Context: an optimization exercise on an open-source flow, tuned for small area, a short achievable clock period and few clock cycles. The choices shown serve that exercise and are no tape-out recipe.
Only simulation tests tie the RTL to the original design; equivalence was not proved.

==> inputs of job 4809 <==
// md5_byte_stream_digest
module md5_byte_stream_digest (
  input  logic        clk,
  input  logic        rst,
  input  logic        msg_valid,
  output logic        msg_ready,
  input  logic        msg_kind,
  input  logic [7:0]  msg_data_byte,
  output logic        digest_valid,
  input  logic        digest_ready,
  output logic [31:0] digest_word_a,
  output logic [31:0] digest_word_b,
  output logic [31:0] digest_word_c,
  output logic [31:0] digest_word_d
);
clock: 10.0 ns
lec_check: 0
cap_margin: 20
core_margin: 2
core_utilization: 40
slew_margin: 20
run.sh (not shown) runs the stock make flow with config.mk's settings and CLKGATE_MAP_FILE= SYNTH_SCRIPT=/design/flow/synth_recipe.tcl, a recipe that flattens the netlist after the stock synthesis.
==> job 5407: changes against job 4809 <==
Settings changed: SETUP_SLACK_MARGIN from default to 5.
==> qor.csv <==
metric,value,unit
status,no timing/DRC/antenna violations,
grt_pass1_vias,57590,
buf_share,0.0614,
areaGrowthSynthToFinish,19.5,%
grt_pass1_wl,396000,um
(the above is from job 5407)
==> qor.csv <==
metric,value,unit
gr-usage-met2,0.373,
ys_seq_elements,1479,
grt_pass1_wl,372000,um
status,no timing/DRC/antenna violations,
buf_share,0.0297,
synth_ff_type,edfxtp_1,
grt_pass1_vias,55675,
(the above is from job 4809)
Testbench counts of job 4809, summed over its fixed seeds: cycles 31,537.
Testbench counts of job 5407, summed over its fixed seeds: cycles 31,537.

========
==> inputs of exp/yarrow <==
md5_byte_stream_digest, a different RTL version from the one above (not shown whole).
==> flow/design.v (excerpt) <==
module md5_byte_stream_digest (
  input  logic        clk,
  input  logic        rst,
  input  logic        msg_valid,
  output logic        msg_ready,
  input  logic        msg_kind,
  input  logic [7:0]  msg_data_byte,
  output logic        digest_valid,
  input  logic        digest_ready,
  output logic [31:0] digest_word_a,
  output logic [31:0] digest_word_b,
  output logic [31:0] digest_word_c,
  output logic [31:0] digest_word_d
);
Settings: LEC_CHECK=0, CAP_MARGIN=20, CORE_MARGIN=2, CORE_UTILIZATION=40, CTS_BUF_LIST=sky130_fd_sc_hd__clkbuf_8, SETUP_SLACK_MARGIN=5, SLEW_MARGIN=20, SYNTH_HIERARCHICAL=1; clock period 10.0 ns.
==> exp/xenon: changes against exp/yarrow <==
--- a/flow/design.v
+++ b/flow/design.v
@@ -352,17 +352,17 @@
     end else if (rnd == 6'd61) begin
       fbase = INIT_A;
     end else if (rnd == 6'd62) begin
       fbase = INIT_D;
     end else begin
       fbase = INIT_C;
     end
   end
-  assign fo = fbase + wb;
+  md5_add32 u_add_fold (.a(fbase), .b(wb), .y(fo));
   always_ff @(posedge clk) begin
     if (shift) begin
       s3 <= s2;
       s2 <= s1;
       s1 <= s0;
       s0 <= fo;
     end
   end
- PLACE_DENSITY: default -> 0.75
==> qor summary <==
| quantity | exp/yarrow | exp/xenon |
|---|---|---|
| Run status | no timing/DRC/antenna violations | no timing/DRC/antenna violations |
| Normalized max-slew margin | 21.3% | 24.5% |
| Fraction of standard cell area in multi-input logic | 29.8% | 29.9% |
| Chip Width | 407 um | 407 um |
| Beginning of the critical path | wb[0]$_DFF_P_ | wb[4]$_DFF_P_ |
| Routed via count | 41,347 | 41,181 |
| Number of buffers inserted by post-CTS setup repair | 31 | 32 |
| Area growth from synthesis to layout | 15.9% | 14.5% |
| DR vias/cell | 5.52 | 5.60 |
| Aggregate routed wire length | 183,000 um | 168,000 um |
| Insertion delay to the later sink of the worst-skew pair | 1060 ps | 950 ps |
| Detailed route wirelength on metal3 | 10,800 um | 15,000 um |
| Number of clock buffers in the layout | 258 | 227 |
| Instance count of the mapped netlist | 4,862 | 4,803 |
| Number of standard cells in the final layout excluding fillers | 7,488 | 7,354 |
| Die outline area | 166,000 um2 | 165,000 um2 |
| Post-DP Area | 68,700 um2 | 68,400 um2 |
| Diodes inserted | 1 | 3 |
| Startpoint of the most critical register-to-register path | wb[0]$_DFF_P_ | wb[4]$_DFF_P_ |
| Tot GR Track Use | 21.6% | 19.9% |
Testbench counts of exp/yarrow, summed over its fixed seeds: cycles 31,417.
Testbench counts of exp/xenon, summed over its fixed seeds: cycles 31,417.

========
==> v31: inputs <==
==> flow/design.v <==
package md5_pkg;
  localparam logic [31:0] INIT_A = 32'h67452301;
  localparam logic [31:0] INIT_B = 32'hefcdab89;
  localparam logic [31:0] INIT_C = 32'h98badcfe;
  localparam logic [31:0] INIT_D = 32'h10325476;
  localparam logic [7:0]  PAD_MARK = 8'h80;
  localparam logic KIND_DATA = 1'b0;
  localparam logic KIND_FINISH = 1'b1;
  typedef enum logic [1:0] {
    C_IDLE,
    C_LOAD,
    C_RUN,
    C_FOLD
  } cst_t;
endpackage
module md5_blkbuf (
  input  logic        clk,
  input  logic        we,
  input  logic [5:0]  waddr,
  input  logic [7:0]  wdata,
  input  logic        copy,
  input  logic [3:0]  raddr,
  output logic [31:0] rdata,
  output logic [31:0] in_word0
);
  logic [511:0] ibank;
  logic [511:0] cbank;
  always_ff @(posedge clk) begin
    for (int i = 0; i < 64; i++) begin
      if (we && waddr == 6'(i)) begin
        ibank[8*i +: 8] <= wdata;
      end
    end
    if (copy) begin
      cbank <= ibank;
    end
  end
  assign rdata = cbank[32*raddr +: 32];
  assign in_word0 = ibank[31:0];
endmodule
module md5_add32 (
  input  logic [31:0] a,
  input  logic [31:0] b,
  output logic [31:0] y
);
  logic [31:0] g [6];
  logic [31:0] p [6];
  always_comb begin
    g[0] = a & b;
    p[0] = a ^ b;
    for (int l = 0; l < 5; l++) begin
      for (int i = 0; i < 32; i++) begin
        if (((i >> l) & 1) == 1) begin
          g[l+1][i] = g[l][i] | (p[l][i] & g[l][((i >> l) << l) - 1]);
          p[l+1][i] = p[l][i] & p[l][((i >> l) << l) - 1];
        end else begin
          g[l+1][i] = g[l][i];
          p[l+1][i] = p[l][i];
        end
      end
    end
    y[0] = p[0][0];
    for (int i = 1; i < 32; i++) begin
      y[i] = p[0][i] ^ g[5][i-1];
    end
  end
endmodule
module md5_round (
  input  logic [31:0] wb,
  input  logic [31:0] wc,
  input  logic [31:0] wd,
  input  logic [31:0] tq,
  input  logic [3:0]  fs,
  input  logic [15:0] rs,
  output logic [31:0] new_b
);
  logic [31:0] f, sum, rot;
  assign f = ({32{fs[0]}} & ((wb & wc) | (~wb & wd)))
           | ({32{fs[1]}} & ((wb & wd) | (wc & ~wd)))
           | ({32{fs[2]}} & (wb ^ wc ^ wd))
           | ({32{fs[3]}} & (wc ^ (wb | ~wd)));
  md5_add32 u_add_sum (.a(f), .b(tq), .y(sum));
  always_comb begin
    rot = '0;
    for (int i = 0; i < 16; i++) begin
      if (rs[i]) begin
        case (i)
          0:  rot = rot | {sum[24:0], sum[31:25]};   
          1:  rot = rot | {sum[19:0], sum[31:20]};   
          2:  rot = rot | {sum[14:0], sum[31:15]};   
          3:  rot = rot | {sum[9:0],  sum[31:10]};   
          4:  rot = rot | {sum[26:0], sum[31:27]};   
          5:  rot = rot | {sum[22:0], sum[31:23]};   
          6:  rot = rot | {sum[17:0], sum[31:18]};   
          7:  rot = rot | {sum[11:0], sum[31:12]};   
          8:  rot = rot | {sum[27:0], sum[31:28]};   
          9:  rot = rot | {sum[20:0], sum[31:21]};   
          10: rot = rot | {sum[15:0], sum[31:16]};   
          11: rot = rot | {sum[8:0],  sum[31:9]};    
          12: rot = rot | {sum[25:0], sum[31:26]};   
          13: rot = rot | {sum[21:0], sum[31:22]};   
          14: rot = rot | {sum[16:0], sum[31:17]};   
          default: rot = rot | {sum[10:0], sum[31:11]};   
        endcase
      end
    end
  end
  md5_add32 u_add_b (.a(wb), .b(rot), .y(new_b));
endmodule
import md5_pkg::*;
module md5_byte_stream_digest (
  input  logic        clk,
  input  logic        rst,
  input  logic        msg_valid,
  output logic        msg_ready,
  input  logic        msg_kind,
  input  logic [7:0]  msg_data_byte,
  output logic        digest_valid,
  input  logic        digest_ready,
  output logic [31:0] digest_word_a,
  output logic [31:0] digest_word_b,
  output logic [31:0] digest_word_c,
  output logic [31:0] digest_word_d
);
  logic        ibusy;           
  logic        cont;            
  logic [5:0]  off;             
  logic        i_first;         
  logic        i_padb;          
  logic [54:0] i_hi;            
  logic        acc;
  logic        blk_end;
  logic        copy;
  assign msg_ready = !ibusy;
  assign acc = msg_valid && !ibusy;
  assign blk_end = acc && (msg_kind == KIND_FINISH || off == 6'd63);
  always_ff @(posedge clk) begin
    if (rst) begin
      ibusy <= 1'b0;
      cont <= 1'b0;
      off <= 6'd0;
    end else if (copy) begin
      ibusy <= 1'b0;
      off <= 6'd0;
    end else if (acc) begin
      if (blk_end) begin
        ibusy <= 1'b1;
        cont <= (msg_kind == KIND_DATA);
      end else begin
        off <= off + 6'd1;
      end
    end
  end
  always_ff @(posedge clk) begin
    if (acc) begin
      if (off == 6'd0) begin
        i_hi <= cont ? i_hi + 55'd1 : 55'd0;
        i_first <= !cont;
      end
      i_padb <= (msg_kind == KIND_FINISH);
    end
  end
  md5_pkg::cst_t cst;
  logic        ph2;             
  logic [5:0]  rnd;
  logic        out_valid;
  logic [31:0] wb, wc, wd;      
  logic [31:0] tq;              
  logic [31:0] wq;              
  logic [3:0]  fs;              
  logic [15:0] rs;              
  logic [31:0] s0, s1, s2, s3;  
  logic        c_first;         
  logic        c_padb;
  logic [5:0]  c_fill;
  logic [54:0] c_hi;
  logic        c_first_blk, c_spill, c_final;
  logic        go;
  logic        shift;
  logic [31:0] fbase, fo;
  assign c_first_blk = c_first && !ph2;
  assign c_spill = c_padb && (c_fill[5:3] == 3'd7) && !ph2;
  assign c_final = c_padb && !c_spill;
  assign go = !(c_first_blk && out_valid && !digest_ready);
  assign copy = ibusy && (cst == C_IDLE || (cst == C_FOLD && !c_spill));
  logic [3:0]  rd_g;
  logic [5:0]  rd_r;
  logic [31:0] raw, wsel, raw0, w0;
  logic [63:0] bit_len;
  logic        lenw;
  assign rd_r = rnd + 6'd2;
  always_comb begin
    if (cst == C_LOAD) begin
      rd_g = go ? 4'd1 : 4'd0;
    end else begin
      case (rd_r[5:4])
        2'd0:    rd_g = rd_r[3:0];
        2'd1:    rd_g = rd_r[3:0] * 4'd5 + 4'd1;
        2'd2:    rd_g = rd_r[3:0] * 4'd3 + 4'd5;
        default: rd_g = rd_r[3:0] * 4'd7;
      endcase
    end
  end
  md5_blkbuf u_buf (
    .clk      (clk),
    .we       (acc),
    .waddr    (off),
    .wdata    (msg_kind == KIND_FINISH ? PAD_MARK : msg_data_byte),
    .copy     (copy),
    .raddr    (rd_g),
    .rdata    (raw),
    .in_word0 (raw0)
  );
  assign bit_len = {c_hi, c_fill, 3'b000};
  assign lenw = c_padb && (ph2 || c_fill[5:3] != 3'd7);
  always_comb begin
    for (int i = 0; i < 4; i++) begin
      if (!ph2 && (!c_padb || {rd_g, 2'(i)} <= c_fill)) begin
        wsel[8*i +: 8] = raw[8*i +: 8];
      end else begin
        wsel[8*i +: 8] = 8'h00;
      end
      if (!i_padb || 6'(i) <= off) begin
        w0[8*i +: 8] = raw0[8*i +: 8];
      end else begin
        w0[8*i +: 8] = 8'h00;
      end
    end
    if (lenw && rd_g == 4'd14) begin
      wsel = bit_len[31:0];
    end else if (lenw && rd_g == 4'd15) begin
      wsel = bit_len[63:32];
    end
  end
  logic [5:0]  nidx;
  logic [31:0] k_const;
  assign nidx = (cst == C_RUN) ? rnd + 6'd1 : 6'd0;
  always_comb begin
    case (nidx)
      6'd0:  k_const = 32'hd76aa478;  6'd1:  k_const = 32'he8c7b756;
      6'd2:  k_const = 32'h242070db;  6'd3:  k_const = 32'hc1bdceee;
      6'd4:  k_const = 32'hf57c0faf;  6'd5:  k_const = 32'h4787c62a;
      6'd6:  k_const = 32'ha8304613;  6'd7:  k_const = 32'hfd469501;
      6'd8:  k_const = 32'h698098d8;  6'd9:  k_const = 32'h8b44f7af;
      6'd10: k_const = 32'hffff5bb1;  6'd11: k_const = 32'h895cd7be;
      6'd12: k_const = 32'h6b901122;  6'd13: k_const = 32'hfd987193;
      6'd14: k_const = 32'ha679438e;  6'd15: k_const = 32'h49b40821;
      6'd16: k_const = 32'hf61e2562;  6'd17: k_const = 32'hc040b340;
      6'd18: k_const = 32'h265e5a51;  6'd19: k_const = 32'he9b6c7aa;
      6'd20: k_const = 32'hd62f105d;  6'd21: k_const = 32'h02441453;
      6'd22: k_const = 32'hd8a1e681;  6'd23: k_const = 32'he7d3fbc8;
      6'd24: k_const = 32'h21e1cde6;  6'd25: k_const = 32'hc33707d6;
      6'd26: k_const = 32'hf4d50d87;  6'd27: k_const = 32'h455a14ed;
      6'd28: k_const = 32'ha9e3e905;  6'd29: k_const = 32'hfcefa3f8;
      6'd30: k_const = 32'h676f02d9;  6'd31: k_const = 32'h8d2a4c8a;
      6'd32: k_const = 32'hfffa3942;  6'd33: k_const = 32'h8771f681;
      6'd34: k_const = 32'h6d9d6122;  6'd35: k_const = 32'hfde5380c;
      6'd36: k_const = 32'ha4beea44;  6'd37: k_const = 32'h4bdecfa9;
      6'd38: k_const = 32'hf6bb4b60;  6'd39: k_const = 32'hbebfbc70;
      6'd40: k_const = 32'h289b7ec6;  6'd41: k_const = 32'heaa127fa;
      6'd42: k_const = 32'hd4ef3085;  6'd43: k_const = 32'h04881d05;
      6'd44: k_const = 32'hd9d4d039;  6'd45: k_const = 32'he6db99e5;
      6'd46: k_const = 32'h1fa27cf8;  6'd47: k_const = 32'hc4ac5665;
      6'd48: k_const = 32'hf4292244;  6'd49: k_const = 32'h432aff97;
      6'd50: k_const = 32'hab9423a7;  6'd51: k_const = 32'hfc93a039;
      6'd52: k_const = 32'h655b59c3;  6'd53: k_const = 32'h8f0ccc92;
      6'd54: k_const = 32'hffeff47d;  6'd55: k_const = 32'h85845dd1;
      6'd56: k_const = 32'h6fa87e4f;  6'd57: k_const = 32'hfe2ce6e0;
      6'd58: k_const = 32'ha3014314;  6'd59: k_const = 32'h4e0811a1;
      6'd60: k_const = 32'hf7537e82;  6'd61: k_const = 32'hbd3af235;
      6'd62: k_const = 32'h2ad7d2bb;  default: k_const = 32'heb86d391;
    endcase
  end
  logic [31:0] new_b, xa, xt;
  md5_round u_round (
    .wb    (wb),
    .wc    (wc),
    .wd    (wd),
    .tq    (tq),
    .fs    (fs),
    .rs    (rs),
    .new_b (new_b)
  );
  assign xa = c_first_blk ? INIT_A : s3;
  assign xt = (cst == C_RUN) ? wd : xa;
  assign shift = (cst == C_RUN && rnd >= 6'd61) || cst == C_FOLD;
  always_comb begin
    if (!c_first_blk) begin
      fbase = s3;
    end else if (cst == C_FOLD) begin
      fbase = INIT_B;
    end else if (rnd == 6'd61) begin
      fbase = INIT_A;
    end else if (rnd == 6'd62) begin
      fbase = INIT_D;
    end else begin
      fbase = INIT_C;
    end
  end
  assign fo = fbase + wb;
  always_ff @(posedge clk) begin
    if (shift) begin
      s3 <= s2;
      s2 <= s1;
      s1 <= s0;
      s0 <= fo;
    end
  end
  always_ff @(posedge clk) begin
    if (cst == C_IDLE) begin
      wq <= w0;
    end else if (cst == C_FOLD) begin
      wq <= c_spill ? 32'd0 : w0;
    end else begin
      wq <= wsel;
    end
    tq <= xt + k_const + wq;
    fs <= 4'b0001 << nidx[5:4];
    rs <= 16'd1 << {nidx[5:4], nidx[1:0]};
    if (cst == C_LOAD) begin
      wb <= c_first_blk ? INIT_B : s0;
      wc <= c_first_blk ? INIT_C : s1;
      wd <= c_first_blk ? INIT_D : s2;
    end else begin
      wb <= new_b;
      wc <= wb;
      wd <= wc;
    end
    if (copy) begin
      c_first <= i_first;
      c_padb <= i_padb;
      c_fill <= off;
      c_hi <= i_hi;
    end
  end
  always_ff @(posedge clk) begin
    if (rst) begin
      cst <= C_IDLE;
      ph2 <= 1'b0;
      rnd <= 6'd0;
      out_valid <= 1'b0;
    end else begin
      if (out_valid && digest_ready) begin
        out_valid <= 1'b0;
      end
      unique case (cst)
        C_IDLE: begin
          if (ibusy) begin
            cst <= C_LOAD;
          end
        end
        C_LOAD: begin
          rnd <= 6'd0;
          if (go) begin
            cst <= C_RUN;
          end
        end
        C_RUN: begin
          rnd <= rnd + 6'd1;
          if (rnd == 6'd63) begin
            cst <= C_FOLD;
          end
        end
        default: begin
          ph2 <= c_spill;
          if (c_final) begin
            out_valid <= 1'b1;
          end
          if (c_spill || ibusy) begin
            cst <= C_LOAD;
          end else begin
            cst <= C_IDLE;
          end
        end
      endcase
    end
  end
  assign digest_valid = out_valid;
  assign digest_word_a = s3;
  assign digest_word_b = s0;
  assign digest_word_c = s1;
  assign digest_word_d = s2;
endmodule
==> flow/run.sh <==
#!/bin/bash
# synth_recipe.tcl (not shown) runs the flow's synth.tcl, then flattens the netlist and writes it again
# the make line also repeats each setting of config.mk as NAME=value (left out here)
make -C /OpenROAD-flow-scripts/flow DESIGN_CONFIG=/design/flow/config.mk WORK_HOME=/design/flow/orfs CLKGATE_MAP_FILE= SYNTH_SCRIPT=/design/flow/synth_recipe.tcl finish
==> flow/config.mk <==
export PLATFORM = sky130hd
export DESIGN_NAME = md5_byte_stream_digest
export DESIGN_NICKNAME = md5_byte_stream_digest
export VERILOG_FILES = /design/flow/design.v
export SDC_FILE = /design/flow/constraint.sdc
export NUM_CORES = 4
export LEC_CHECK = 0
export CAP_MARGIN = 20
export CORE_MARGIN = 2
export CORE_UTILIZATION = 40
export SETUP_SLACK_MARGIN = 5
export SLEW_MARGIN = 20
export SYNTH_HIERARCHICAL = 1
==> flow/constraint.sdc <==
create_clock -name core_clock -period 10.0 [get_ports {clk}]
set_input_delay 2.0000 -clock core_clock [delete_from_list [all_inputs] [get_ports {clk}]]
set_output_delay 2.0000 -clock core_clock [all_outputs]
set_load 0.01 [all_outputs]
==> inputs of v22, as changes to v31 <==
--- a/flow/design.v
+++ b/flow/design.v
@@ -40,5 +40,5 @@
 endmodule
-module md5_add32 (
-  input  logic [31:0] a,
-  input  logic [31:0] b,
+module md5_pfx32 (
+  input  logic [31:0] gi,
+  input  logic [31:0] pi,
   output logic [31:0] y
@@ -48,4 +48,4 @@
   always_comb begin
-    g[0] = a & b;
-    p[0] = a ^ b;
+    g[0] = gi;
+    p[0] = pi;
     for (int l = 0; l < 5; l++) begin
@@ -67,39 +67,43 @@
 endmodule
+module md5_add3 (
+  input  logic [31:0] a,
+  input  logic [31:0] b,
+  input  logic [31:0] c,
+  output logic [31:0] y
+);
+  logic [31:0] s, k;
+  assign s = a ^ b ^ c;
+  assign k = {(a[30:0] & b[30:0]) | (a[30:0] & c[30:0]) | (b[30:0] & c[30:0]), 1'b0};
+  md5_add32 u_add (.a(s), .b(k), .y(y));
+endmodule
+module md5_add32 (
+  input  logic [31:0] a,
+  input  logic [31:0] b,
+  output logic [31:0] y
+);
+  md5_pfx32 u_pfx (.gi(a & b), .pi(a ^ b), .y(y));
+endmodule
 module md5_round (
   input  logic [31:0] wb,
-  input  logic [31:0] wc,
-  input  logic [31:0] wd,
+  input  logic [31:0] px1,
+  input  logic [31:0] px0,
   input  logic [31:0] tq,
-  input  logic [3:0]  fs,
-  input  logic [15:0] rs,
+  input  logic [3:0]  ry,
+  input  logic [4:0]  rx,
   output logic [31:0] new_b
 );
-  logic [31:0] f, sum, rot;
-  assign f = ({32{fs[0]}} & ((wb & wc) | (~wb & wd)))
-           | ({32{fs[1]}} & ((wb & wd) | (wc & ~wd)))
-           | ({32{fs[2]}} & (wb ^ wc ^ wd))
-           | ({32{fs[3]}} & (wc ^ (wb | ~wd)));
-  md5_add32 u_add_sum (.a(f), .b(tq), .y(sum));
+  logic [31:0] ps, sum, rot1, rot;
+  assign ps = (wb & px1) | (~wb & px0);
+  md5_pfx32 u_add_sum (.gi(tq & ~ps), .pi(ps), .y(sum));
   always_comb begin
+    rot1 = '0;
+    for (int i = 0; i < 4; i++) begin
+      if (ry[i]) begin
+        rot1 = rot1 | ((sum << i) | (sum >> (32 - i)));
+      end
+    end
     rot = '0;
-    for (int i = 0; i < 16; i++) begin
-      if (rs[i]) begin
-        case (i)
-          0:  rot = rot | {sum[24:0], sum[31:25]};   
-          1:  rot = rot | {sum[19:0], sum[31:20]};   
-          2:  rot = rot | {sum[14:0], sum[31:15]};   
-          3:  rot = rot | {sum[9:0],  sum[31:10]};   
-          4:  rot = rot | {sum[26:0], sum[31:27]};   
-          5:  rot = rot | {sum[22:0], sum[31:23]};   
-          6:  rot = rot | {sum[17:0], sum[31:18]};   
-          7:  rot = rot | {sum[11:0], sum[31:12]};   
-          8:  rot = rot | {sum[27:0], sum[31:28]};   
-          9:  rot = rot | {sum[20:0], sum[31:21]};   
-          10: rot = rot | {sum[15:0], sum[31:16]};   
-          11: rot = rot | {sum[8:0],  sum[31:9]};    
-          12: rot = rot | {sum[25:0], sum[31:26]};   
-          13: rot = rot | {sum[21:0], sum[31:22]};   
-          14: rot = rot | {sum[16:0], sum[31:17]};   
-          default: rot = rot | {sum[10:0], sum[31:11]};   
-        endcase
+    for (int i = 0; i < 5; i++) begin
+      if (rx[i]) begin
+        rot = rot | ((rot1 << (4 * i + 4)) | (rot1 >> (28 - 4 * i)));
       end
@@ -156,3 +160,5 @@
       if (off == 6'd0) begin
-        i_hi <= cont ? i_hi + 55'd1 : 55'd0;
+        if (cont) begin
+          i_hi <= i_first ? 55'd1 : i_hi + 55'd1;
+        end
         i_first <= !cont;
@@ -169,4 +175,5 @@
   logic [31:0] wq;              
-  logic [3:0]  fs;              
-  logic [15:0] rs;              
+  logic [31:0] px1, px0;        
+  logic [3:0]  ry;              
+  logic [4:0]  rx;              
   logic [31:0] s0, s1, s2, s3;  
@@ -175,3 +182,2 @@
   logic [5:0]  c_fill;
-  logic [54:0] c_hi;
   logic        c_first_blk, c_spill, c_final;
@@ -213,3 +219,3 @@
   );
-  assign bit_len = {c_hi, c_fill, 3'b000};
+  assign bit_len = {c_first ? 55'd0 : i_hi, c_fill, 3'b000};
   assign lenw = c_padb && (ph2 || c_fill[5:3] != 3'd7);
@@ -234,5 +240,13 @@
   end
-  logic [5:0]  nidx;
+  logic [5:0]  nidx, nidx_n;
   logic [31:0] k_const;
-  assign nidx = (cst == C_RUN) ? rnd + 6'd1 : 6'd0;
+  always_comb begin
+    if (cst == C_LOAD && go) begin
+      nidx_n = 6'd1;
+    end else if (cst == C_RUN && rnd != 6'd63) begin
+      nidx_n = rnd + 6'd2;
+    end else begin
+      nidx_n = 6'd0;
+    end
+  end
   always_comb begin
@@ -273,2 +287,23 @@
   end
+  logic [4:0] rot_n;
+  always_comb begin
+    case ({nidx[5:4], nidx[1:0]})
+      4'd0:    rot_n = 5'd7;
+      4'd1:    rot_n = 5'd12;
+      4'd2:    rot_n = 5'd17;
+      4'd3:    rot_n = 5'd22;
+      4'd4:    rot_n = 5'd5;
+      4'd5:    rot_n = 5'd9;
+      4'd6:    rot_n = 5'd14;
+      4'd7:    rot_n = 5'd20;
+      4'd8:    rot_n = 5'd4;
+      4'd9:    rot_n = 5'd11;
+      4'd10:   rot_n = 5'd16;
+      4'd11:   rot_n = 5'd23;
+      4'd12:   rot_n = 5'd6;
+      4'd13:   rot_n = 5'd10;
+      4'd14:   rot_n = 5'd15;
+      default: rot_n = 5'd21;
+    endcase
+  end
   logic [31:0] new_b, xa, xt;
@@ -276,7 +311,7 @@
     .wb    (wb),
-    .wc    (wc),
-    .wd    (wd),
+    .px1   (px1),
+    .px0   (px0),
     .tq    (tq),
-    .fs    (fs),
-    .rs    (rs),
+    .ry    (ry),
+    .rx    (rx),
     .new_b (new_b)
@@ -284,3 +319,28 @@
   assign xa = c_first_blk ? INIT_A : s3;
+  logic [31:0] wc_n, wd_n, fx1_n, fx0_n;
+  assign wc_n = (cst == C_LOAD) ? (c_first_blk ? INIT_C : s1) : wb;
+  assign wd_n = (cst == C_LOAD) ? (c_first_blk ? INIT_D : s2) : wc;
+  always_comb begin
+    case (nidx[5:4])
+      2'd0: begin   
+        fx1_n = wc_n;
+        fx0_n = wd_n;
+      end
+      2'd1: begin   
+        fx1_n = wc_n | wd_n;
+        fx0_n = wc_n & ~wd_n;
+      end
+      2'd2: begin   
+        fx1_n = ~(wc_n ^ wd_n);
+        fx0_n = wc_n ^ wd_n;
+      end
+      default: begin   
+        fx1_n = ~wc_n;
+        fx0_n = ~(wc_n ^ wd_n);
+      end
+    endcase
+  end
   assign xt = (cst == C_RUN) ? wd : xa;
+  logic [31:0] t_n;
+  md5_add3 u_add_t (.a(xt), .b(k_const), .c(wq), .y(t_n));
   assign shift = (cst == C_RUN && rnd >= 6'd61) || cst == C_FOLD;
@@ -299,3 +359,3 @@
   end
-  assign fo = fbase + wb;
+  md5_add32 u_add_fold (.a(fbase), .b(wb), .y(fo));
   always_ff @(posedge clk) begin
@@ -316,13 +376,13 @@
     end
-    tq <= xt + k_const + wq;
-    fs <= 4'b0001 << nidx[5:4];
-    rs <= 16'd1 << {nidx[5:4], nidx[1:0]};
+    tq <= t_n;
+    ry <= 4'd1 << rot_n[1:0];
+    rx <= 5'd1 << (rot_n[4:2] - 3'd1);
+    px1 <= fx1_n ^ t_n;
+    px0 <= fx0_n ^ t_n;
+    wc <= wc_n;
+    wd <= wd_n;
     if (cst == C_LOAD) begin
       wb <= c_first_blk ? INIT_B : s0;
-      wc <= c_first_blk ? INIT_C : s1;
-      wd <= c_first_blk ? INIT_D : s2;
     end else begin
       wb <= new_b;
-      wc <= wb;
-      wd <= wc;
     end
@@ -332,3 +392,9 @@
       c_fill <= off;
-      c_hi <= i_hi;
+    end
+  end
+  always_ff @(posedge clk) begin
+    if (rst) begin
+      nidx <= 6'd0;
+    end else begin
+      nidx <= nidx_n;
     end
CTS_BUF_LIST = sky130_fd_sc_hd__clkbuf_8   (was default)
PLACE_DENSITY = 0.7   (was default)
TNS_END_PERCENT = 20   (was default)
==> inputs of v27, as changes to v31 <==
--- a/flow/design.v
+++ b/flow/design.v
@@ -67,8 +67,18 @@
 endmodule
+module md5_add3 (
+  input  logic [31:0] a,
+  input  logic [31:0] b,
+  input  logic [31:0] c,
+  output logic [31:0] y
+);
+  logic [31:0] s, k;
+  assign s = a ^ b ^ c;
+  assign k = {(a[30:0] & b[30:0]) | (a[30:0] & c[30:0]) | (b[30:0] & c[30:0]), 1'b0};
+  md5_add32 u_add (.a(s), .b(k), .y(y));
+endmodule
 module md5_round (
   input  logic [31:0] wb,
-  input  logic [31:0] wc,
-  input  logic [31:0] wd,
+  input  logic [31:0] fx1,
+  input  logic [31:0] fx0,
   input  logic [31:0] tq,
-  input  logic [3:0]  fs,
   input  logic [15:0] rs,
@@ -77,6 +87,3 @@
   logic [31:0] f, sum, rot;
-  assign f = ({32{fs[0]}} & ((wb & wc) | (~wb & wd)))
-           | ({32{fs[1]}} & ((wb & wd) | (wc & ~wd)))
-           | ({32{fs[2]}} & (wb ^ wc ^ wd))
-           | ({32{fs[3]}} & (wc ^ (wb | ~wd)));
+  assign f = (wb & fx1) | (~wb & fx0);
   md5_add32 u_add_sum (.a(f), .b(tq), .y(sum));
@@ -156,3 +163,5 @@
       if (off == 6'd0) begin
-        i_hi <= cont ? i_hi + 55'd1 : 55'd0;
+        if (cont) begin
+          i_hi <= i_first ? 55'd1 : i_hi + 55'd1;
+        end
         i_first <= !cont;
@@ -169,3 +178,3 @@
   logic [31:0] wq;              
-  logic [3:0]  fs;              
+  logic [31:0] fx1, fx0;        
   logic [15:0] rs;              
@@ -175,3 +184,2 @@
   logic [5:0]  c_fill;
-  logic [54:0] c_hi;
   logic        c_first_blk, c_spill, c_final;
@@ -213,3 +221,3 @@
   );
-  assign bit_len = {c_hi, c_fill, 3'b000};
+  assign bit_len = {c_first ? 55'd0 : i_hi, c_fill, 3'b000};
   assign lenw = c_padb && (ph2 || c_fill[5:3] != 3'd7);
@@ -234,7 +242,15 @@
   end
-  logic [5:0]  nidx;
-  logic [31:0] k_const;
-  assign nidx = (cst == C_RUN) ? rnd + 6'd1 : 6'd0;
+  logic [5:0]  nidx, nidx_n;
+  logic [31:0] k_const, kq;
   always_comb begin
-    case (nidx)
+    if (cst == C_LOAD && go) begin
+      nidx_n = 6'd1;
+    end else if (cst == C_RUN && rnd != 6'd63) begin
+      nidx_n = rnd + 6'd2;
+    end else begin
+      nidx_n = 6'd0;
+    end
+  end
+  always_comb begin
+    case (nidx_n)
       6'd0:  k_const = 32'hd76aa478;  6'd1:  k_const = 32'he8c7b756;
@@ -276,6 +292,5 @@
     .wb    (wb),
-    .wc    (wc),
-    .wd    (wd),
+    .fx1   (fx1),
+    .fx0   (fx0),
     .tq    (tq),
-    .fs    (fs),
     .rs    (rs),
@@ -284,3 +299,28 @@
   assign xa = c_first_blk ? INIT_A : s3;
+  logic [31:0] wc_n, wd_n, fx1_n, fx0_n;
+  assign wc_n = (cst == C_LOAD) ? (c_first_blk ? INIT_C : s1) : wb;
+  assign wd_n = (cst == C_LOAD) ? (c_first_blk ? INIT_D : s2) : wc;
+  always_comb begin
+    case (nidx[5:4])
+      2'd0: begin   
+        fx1_n = wc_n;
+        fx0_n = wd_n;
+      end
+      2'd1: begin   
+        fx1_n = wc_n | wd_n;
+        fx0_n = wc_n & ~wd_n;
+      end
+      2'd2: begin   
+        fx1_n = ~(wc_n ^ wd_n);
+        fx0_n = wc_n ^ wd_n;
+      end
+      default: begin   
+        fx1_n = ~wc_n;
+        fx0_n = ~(wc_n ^ wd_n);
+      end
+    endcase
+  end
   assign xt = (cst == C_RUN) ? wd : xa;
+  logic [31:0] t_n;
+  md5_add3 u_add_t (.a(xt), .b(kq), .c(wq), .y(t_n));
   assign shift = (cst == C_RUN && rnd >= 6'd61) || cst == C_FOLD;
@@ -316,13 +356,13 @@
     end
-    tq <= xt + k_const + wq;
-    fs <= 4'b0001 << nidx[5:4];
+    tq <= t_n;
+    kq <= k_const;
     rs <= 16'd1 << {nidx[5:4], nidx[1:0]};
+    fx1 <= fx1_n;
+    fx0 <= fx0_n;
+    wc <= wc_n;
+    wd <= wd_n;
     if (cst == C_LOAD) begin
       wb <= c_first_blk ? INIT_B : s0;
-      wc <= c_first_blk ? INIT_C : s1;
-      wd <= c_first_blk ? INIT_D : s2;
     end else begin
       wb <= new_b;
-      wc <= wb;
-      wd <= wc;
     end
@@ -332,3 +372,9 @@
       c_fill <= off;
-      c_hi <= i_hi;
+    end
+  end
+  always_ff @(posedge clk) begin
+    if (rst) begin
+      nidx <= 6'd0;
+    end else begin
+      nidx <= nidx_n;
     end
==> comparison <==
v31 finished with timing, DRC and antenna clean. v22 finished with timing, DRC and antenna clean. v27 passed the timing, design-rule and antenna checks.
Global-route usage, highest first: v31, v27, v22.
Clock skew, lowest first: v27, v22, v31.
Non-clock buffer count: v22 < v27 < v31.
Cell area: v27 is higher than v22 (6.3%).
The lowest count of clock-buffer cells in the layout belongs to v31, the highest to v22.
==> figures <==
                                                                              v31                        v27             v22
Result of the run                                                  finished clean             finished clean  finished clean
Dominant register cell in the synthesized netlist       sky130_fd_sc_hd__edfxtp_1  sky130_fd_sc_hd__edfxtp_1               -
Detailed-route vias per instance                                            5.913                      5.835           5.578
Proportion of layout cells with a drive suffix above 1                     20.20%                     16.04%          15.62%
Utilization after layout                                                   48.11%                     46.35%          46.01%
Mean post-synth cell area                                              13.19 um^2                 13.41 um^2      13.51 um^2
Seq_cells                                                                    1470                       1511            1473
Initial antenna violation count                                                 2                          1               5
Placed insts                                                                 7267                       7190            6883
Testbench counts of v31, summed over its fixed seeds: cycles 31,417.
Testbench counts of v22, summed over its fixed seeds: cycles 31,417.
Testbench counts of v27, summed over its fixed seeds: cycles 31,417.

-- static timing again, ports no longer ideal --
Ports are ideal in the flow. The routed layouts listed here were re-timed in OpenROAD. Step 1: set_driving_cell puts a clkbuf_16 on clk and a buf_2 on each other input, an assumption about the parent block. Step 2 times the ports against the registers' clock, not the clock port: input delays grow and output delays shrink by t, the midpoint of the rising clock arrivals with the driver on. Three values: no drivers, after step 1, after step 2; two values: the first two.
run | t (ns) | setup WS [ns] | worst hold slack (ns) | worst setup path after step 2 | clock arrival spread, ns
job 4809 | 0.899 | 1.222 / 1.222 / 1.222 | 0.474 / 0.474 / 0.474 | register to register | 0.068 / 0.068
job 5407 | 0.891 | 3.214 / 3.214 / 3.214 | 0.495 / 0.495 / 0.495 | register to register | 0.060 / 0.060
exp/yarrow | 1.069 | 4.393 / 4.393 / 4.097 | 0.352 / 0.352 / 0.352 | input to register | 0.126 / 0.126
exp/xenon | 0.988 | 4.439 / 4.439 / 4.334 | 0.389 / 0.389 / 0.389 | input to register | 0.071 / 0.070
v31 | 0.873 | 3.943 / 3.943 / 3.943 | 0.383 / 0.383 / 0.383 | register to register | 0.066 / 0.065
v22 | 0.999 | 4.517 / 4.517 / 4.272 | 0.408 / 0.408 / 0.408 | input to register | 0.063 / 0.063
v27 | 0.857 | 4.429 / 4.429 / 4.120 | 0.403 / 0.403 / 0.403 | input to register | 0.051 / 0.051
After both steps every run listed still meets setup and hold. The setup slack of v27, which loses most, moves by 0.000 ns with the drivers and by -0.309 ns with both steps.
